This is an optimization exercise on Yosys and OpenROAD, whose aim is small area, not a production implementation. In this exercise RTL edits were held to simulation tests only and were not proved equivalent to the original. Power is estimated from default activity; no workload was simulated.

Setup of rev 12:
==> flow/design.v <==
package regfile_pipe_pkg;
  localparam int unsigned DefDataW = 32;
  localparam int unsigned DefAddrW = 5;
  localparam int unsigned DefNrd   = 2;
  typedef logic [DefAddrW-1:0] reg_idx_t;
  function automatic logic is_reg_zero(input reg_idx_t idx);
    is_reg_zero = (idx == '0);
  endfunction
endpackage
module regfile_aoi3 #(
  parameter int unsigned W = 16
) (
  input  logic [2:0]   s,
  input  logic [W-1:0] d0,
  input  logic [W-1:0] d1,
  input  logic [W-1:0] d2,
  output logic [W-1:0] y_n
);
  assign y_n = ~(({W{s[0]}} & d0) | ({W{s[1]}} & d1) | ({W{s[2]}} & d2));
endmodule
module regfile_nor #(
  parameter int unsigned W = 3
) (
  input  logic [W-1:0] a_n,
  input  logic [W-1:0] b_n,
  output logic [W-1:0] y
);
  assign y = ~(a_n | b_n);
endmodule
module regfile_rdport #(
  parameter int unsigned DATA_W = regfile_pipe_pkg::DefDataW,
  parameter int unsigned NT     = 33,
  parameter int unsigned NS     = 4     
) (
  input  logic [NT-1:0]        t_an,
  input  logic [NT-1:0]        t_bn,
  input  logic [NT*DATA_W-1:0] t_dat,
  output logic [DATA_W-1:0]    data_d
);
  localparam int unsigned NG = 11;   
  localparam int unsigned SW = DATA_W / NS;
  logic [DATA_W-1:0] g_n [NG];
  for (genvar g = 0; g < int'(NG); g++) begin : g_grp
    for (genvar h = 0; h < int'(NS); h++) begin : g_slice
      logic [2:0] s;
      regfile_nor #(.W(3)) u_sel (
        .a_n (t_an[3*g +: 3]),
        .b_n (t_bn[3*g +: 3]),
        .y   (s)
      );
      regfile_aoi3 #(.W(SW)) u_aoi (
        .s   (s),
        .d0  (t_dat[(3*g)*DATA_W + h*SW +: SW]),
        .d1  (t_dat[(3*g+1)*DATA_W + h*SW +: SW]),
        .d2  (t_dat[(3*g+2)*DATA_W + h*SW +: SW]),
        .y_n (g_n[g][h*SW +: SW])
      );
    end
  end
  assign data_d = ~(g_n[0] & g_n[1] & g_n[2] & g_n[3]) |
                  ~(g_n[4] & g_n[5] & g_n[6] & g_n[7]) |
                  ~(g_n[8] & g_n[9] & g_n[10]);
endmodule
module regfile_inv #(
  parameter int unsigned W = 32
) (
  input  logic [W-1:0] a,
  output logic [W-1:0] y
);
  assign y = ~a;
endmodule
module regfile_dec #(
  parameter int unsigned AW = 5
) (
  input  logic               en,
  input  logic [AW-1:0]      a,
  output logic [(1<<AW)-1:0] y_n
);
  localparam int unsigned NLO = 4;
  localparam int unsigned NHI = 1 << (AW - 2);
  logic [NLO-1:0]          lo;
  logic [NHI-1:0]          hi;
  logic [(1<<AW)-1:0]      lo_x, hi_x;
  regfile_pre_en #(.AW(2)) u_lo (.en(en), .a(a[1:0]), .y(lo));
  regfile_pre #(.AW(AW - 2)) u_hi (.a(a[AW-1:2]), .y(hi));
  for (genvar i = 0; i < (1 << AW); i++) begin : g_x
    assign lo_x[i] = lo[i % NLO];
    assign hi_x[i] = hi[i / NLO];
  end
  regfile_nand #(.W(1 << AW)) u_y (.a(lo_x), .b(hi_x), .y(y_n));
endmodule
module regfile_pre_en #(
  parameter int unsigned AW = 2
) (
  input  logic               en,
  input  logic [AW-1:0]      a,
  output logic [(1<<AW)-1:0] y
);
  for (genvar i = 0; i < (1 << AW); i++) begin : g_y
    assign y[i] = en && (a == AW'(i));
  end
endmodule
module regfile_pre #(
  parameter int unsigned AW = 3
) (
  input  logic [AW-1:0]      a,
  output logic [(1<<AW)-1:0] y
);
  for (genvar i = 0; i < (1 << AW); i++) begin : g_y
    assign y[i] = (a == AW'(i));
  end
endmodule
module regfile_nand #(
  parameter int unsigned W = 32
) (
  input  logic [W-1:0] a,
  input  logic [W-1:0] b,
  output logic [W-1:0] y
);
  assign y = ~(a & b);
endmodule
module regfile_pipe #(
  parameter int unsigned       DATA_W    = regfile_pipe_pkg::DefDataW,
  parameter int unsigned       ADDR_W    = regfile_pipe_pkg::DefAddrW,
  parameter int unsigned       NRD       = regfile_pipe_pkg::DefNrd,
  parameter int unsigned       ZERO_REG  = 1,
  parameter logic [DATA_W-1:0] RESET_VAL = '0
) (
  input  logic                  clk,
  input  logic                  rst,
  input  logic [NRD-1:0]        rd_en,
  input  logic [NRD*ADDR_W-1:0] rd_addr,
  output logic [NRD*DATA_W-1:0] rd_data,
  output logic [NRD-1:0]        rd_valid,
  output logic [NRD-1:0]        rd_busy,
  input  logic                  wr_en,
  input  logic [ADDR_W-1:0]     wr_addr,
  input  logic [DATA_W-1:0]     wr_data,
  input  logic                  rsv_en,
  input  logic [ADDR_W-1:0]     rsv_addr,
  output logic                  busy_any
);
  localparam int unsigned DEPTH = 1 << ADDR_W;
  localparam int unsigned NT    = DEPTH + 1;
  logic [DATA_W-1:0]     regs_q [1:DEPTH-1];
  logic [DEPTH-1:0]      wsel;        
  logic [DEPTH-1:0]      vld_q;       
  logic [DEPTH-1:0]      busy_d, busy_q;
  logic                  busy_any_q;
  logic [DATA_W-1:0]     rdata_q [NRD];
  logic [NRD-1:0]        rvalid_q, rbusy_q;
  logic [DEPTH-1:0] wdec_n, sdec_n, ok_n;
  regfile_dec #(.AW(ADDR_W)) u_wdec (.en(wr_en),  .a(wr_addr),  .y_n(wdec_n));
  regfile_dec #(.AW(ADDR_W)) u_sdec (.en(rsv_en), .a(rsv_addr), .y_n(sdec_n));
  assign wsel = {~wdec_n[DEPTH-1:1], 1'b0};
  assign busy_d = {(busy_q[DEPTH-1:1] & wdec_n[DEPTH-1:1]) | ~sdec_n[DEPTH-1:1], 1'b0};
  assign ok_n = ~vld_q | ~wdec_n;
  always_ff @(posedge clk) begin
    if (rst) begin
      vld_q      <= '0;
      busy_q     <= '0;
      busy_any_q <= 1'b0;
    end else begin
      vld_q      <= vld_q | wsel;
      busy_q     <= busy_d;
      busy_any_q <= |busy_d;
    end
  end
  logic [DEPTH-1:0] wen_lo, wen_hi;
  regfile_inv #(.W(DEPTH)) u_wen_lo (.a(wdec_n), .y(wen_lo));
  regfile_inv #(.W(DEPTH)) u_wen_hi (.a(wdec_n), .y(wen_hi));
  always_ff @(posedge clk) begin
    for (int i = 1; i < int'(DEPTH); i++) begin
      if (wen_lo[i]) begin
        regs_q[i][DATA_W/2-1:0] <= wr_data[DATA_W/2-1:0];
      end
      if (wen_hi[i]) begin
        regs_q[i][DATA_W-1:DATA_W/2] <= wr_data[DATA_W-1:DATA_W/2];
      end
    end
  end
  for (genvar p = 0; p < int'(NRD); p++) begin : g_rdport
    logic [ADDR_W-1:0]    addr;
    logic                 act, hold;
    logic [DEPTH-1:0]     rdec_n;      
    logic [NT-1:0]        t_an, t_bn;
    logic [NT*DATA_W-1:0] t_dat;
    logic [DATA_W-1:0]    data_d;
    assign addr = rd_addr[p*ADDR_W +: ADDR_W];
    assign act  = rd_en[p] && !rst;
    assign hold = !rd_en[p] && !rst;
    regfile_dec #(.AW(ADDR_W)) u_rdec (.en(act), .a(addr), .y_n(rdec_n));
    assign t_an[0] = !act;
    assign t_bn[0] = !(wr_en && (wr_addr == addr) && (addr != '0));
    assign t_dat[0 +: DATA_W] = wr_data;
    assign t_an[1] = rd_en[p];
    assign t_bn[1] = rst;
    assign t_dat[DATA_W +: DATA_W] = rdata_q[p];
    for (genvar i = 1; i < int'(DEPTH); i++) begin : g_sel
      assign t_an[i+1] = rdec_n[i];
      assign t_bn[i+1] = ok_n[i];
      assign t_dat[(i+1)*DATA_W +: DATA_W] = regs_q[i];
    end
    regfile_rdport #(
      .DATA_W (DATA_W),
      .NT     (NT)
    ) u_rdport (
      .t_an   (t_an),
      .t_bn   (t_bn),
      .t_dat  (t_dat),
      .data_d (data_d)
    );
    always_ff @(posedge clk) begin
      rdata_q[p]  <= data_d;
      rbusy_q[p]  <= |(~rdec_n & busy_d) || (hold && rbusy_q[p]);
      rvalid_q[p] <= act;
    end
    assign rd_data[p*DATA_W +: DATA_W] = rdata_q[p];
  end
  assign rd_valid = rvalid_q;
  assign rd_busy  = rbusy_q;
  assign busy_any = busy_any_q;
endmodule
==> flow/config.mk <==
export PLATFORM = sky130hd
export DESIGN_NAME = regfile_pipe
export DESIGN_NICKNAME = regfile_pipe
export VERILOG_FILES = /design/flow/design.v
export SDC_FILE = /design/flow/constraint.sdc
export NUM_CORES = 4
export LEC_CHECK = 0
export CAP_MARGIN = 10
export CORE_MARGIN = 2
export CORE_UTILIZATION = 72
export GPL_TIMING_DRIVEN = 0
export SLEW_MARGIN = 10
export SYNTH_HIERARCHICAL = 1
==> flow/constraint.sdc <==
create_clock -name core_clock -period 5.0 [get_ports {clk}]
set_input_delay 1.0000 -clock core_clock [delete_from_list [all_inputs] [get_ports {clk}]]
set_output_delay 1.0000 -clock core_clock [all_outputs]
set_load 0.01 [all_outputs]
standard.sh (not shown) runs the stock make flow with config.mk's settings and CLKGATE_MAP_FILE= SYNTH_SCRIPT=/design/flow/synth_recipe.tcl, a recipe that flattens the netlist after the stock synthesis.
==> flow/flow/run.sh <==
#!/bin/bash
set -euo pipefail
bash standard.sh \
  "REMOVE_ABC_BUFFERS=1" \
  "BUFFER_PORTS_ARGS=-buffer_cell sky130_fd_sc_hd__buf_1" \
  "CTS_ARGS=-sink_clustering_enable -repair_clock_nets -dont_use_dummy_load -buf_list sky130_fd_sc_hd__clkbuf_16 -sink_clustering_size 25 -sink_clustering_max_diameter 80" \
  finish > flow_standard.log 2>&1
Ran to the end and failed final checks on negative setup slack: rev 12.
Relative to rev 12, the following input files were edited for rev 13:
--- a/flow/design.v
+++ b/flow/design.v
@@ -31,5 +31,5 @@
   parameter int unsigned DATA_W = regfile_pipe_pkg::DefDataW,
   parameter int unsigned NT     = 33,
-  parameter int unsigned NS     = 4     
+  parameter int unsigned NS     = 2     
 ) (
   input  logic [NT-1:0]        t_an,
@@ -77,46 +77,7 @@
   output logic [(1<<AW)-1:0] y_n
 );
-  localparam int unsigned NLO = 4;
-  localparam int unsigned NHI = 1 << (AW - 2);
-  logic [NLO-1:0]          lo;
-  logic [NHI-1:0]          hi;
-  logic [(1<<AW)-1:0]      lo_x, hi_x;
-  regfile_pre_en #(.AW(2)) u_lo (.en(en), .a(a[1:0]), .y(lo));
-  regfile_pre #(.AW(AW - 2)) u_hi (.a(a[AW-1:2]), .y(hi));
-  for (genvar i = 0; i < (1 << AW); i++) begin : g_x
-    assign lo_x[i] = lo[i % NLO];
-    assign hi_x[i] = hi[i / NLO];
+  for (genvar i = 0; i < (1 << AW); i++) begin : g_y
+    assign y_n[i] = !(en && (a == AW'(i)));
   end
-  regfile_nand #(.W(1 << AW)) u_y (.a(lo_x), .b(hi_x), .y(y_n));
-endmodule
-module regfile_pre_en #(
-  parameter int unsigned AW = 2
-) (
-  input  logic               en,
-  input  logic [AW-1:0]      a,
-  output logic [(1<<AW)-1:0] y
-);
-  for (genvar i = 0; i < (1 << AW); i++) begin : g_y
-    assign y[i] = en && (a == AW'(i));
-  end
-endmodule
-module regfile_pre #(
-  parameter int unsigned AW = 3
-) (
-  input  logic [AW-1:0]      a,
-  output logic [(1<<AW)-1:0] y
-);
-  for (genvar i = 0; i < (1 << AW); i++) begin : g_y
-    assign y[i] = (a == AW'(i));
-  end
-endmodule
-module regfile_nand #(
-  parameter int unsigned W = 32
-) (
-  input  logic [W-1:0] a,
-  input  logic [W-1:0] b,
-  output logic [W-1:0] y
-);
-  assign y = ~(a & b);
 endmodule
 module regfile_pipe #(
@@ -191,9 +152,9 @@
     assign hold = !rd_en[p] && !rst;
     regfile_dec #(.AW(ADDR_W)) u_rdec (.en(act), .a(addr), .y_n(rdec_n));
-    assign t_an[0] = !act;
-    assign t_bn[0] = !(wr_en && (wr_addr == addr) && (addr != '0));
+    assign t_an[0] = !(act && wr_en && (wr_addr == addr) && (addr != '0));
+    assign t_bn[0] = 1'b0;
     assign t_dat[0 +: DATA_W] = wr_data;
-    assign t_an[1] = rd_en[p];
-    assign t_bn[1] = rst;
+    assign t_an[1] = !hold;
+    assign t_bn[1] = 1'b0;
     assign t_dat[DATA_W +: DATA_W] = rdata_q[p];
     for (genvar i = 1; i < int'(DEPTH); i++) begin : g_sel
Results
Lower combinational cell fraction of total power was reported by rev 13, not rev 12.
Compared with rev 12, in rev 13 area of the die about even, count of plain and timing-repair buffers in the layout rose 33, core utilization rose 0.70 points, worst path setup slack after routing rose 880 ps, instance count of the mapped netlist fell 162.
Of rev 12 and rev 13, only rev 13 finishes the flow clean.
[flow] rev 12 | stages: complete | final checks: fail | reason: negative setup slack
Delta (rev 13 minus rev 12): fraction of area in multi-input gates down 0.24 points, cell area after layout shows an increase of 440 um2.
Effective utilization at floorplan delta (rev 12 -> rev 13): insignificant

==> static timing again, ports no longer ideal <==
The flow's constraints put no driver on any port. The routed layouts listed below were extracted and timed again, unchanged, in two steps. Step 1 sets driving cells, clkbuf_16 on the clock port and buf_2 on the other inputs (assumed; they add their load-dependent delay and slew). Step 2 times the ports against the registers' clock, not the clock port: input delays grow and output delays shrink by t, the midpoint of the rising clock arrivals with the driver on. Three values: no drivers, after step 1, after step 2; two values: the first two.
| run | shift t [ns] | setup slack, ns | worst hold slack (ns) | latest minus earliest clock arrival (ns) | worst data-port slew with drivers (ns) |
|---|---|---|---|---|---|
| rev 12 | 0.708 | -0.323 / -0.296 / -1.004 | 0.454 / 0.454 / 0.454 | 0.058 / 0.058 | 0.10 |
| rev 13 | 0.683 | 0.557 / 0.569 / -0.115 | 0.447 / 0.447 / 0.447 | 0.080 / 0.081 | 0.10 |
Met with ideal ports but missed after step 2: setup timing in rev 13. The setup slack of rev 12, which loses most, moves by +0.027 ns with the drivers and by -0.681 ns with both steps.
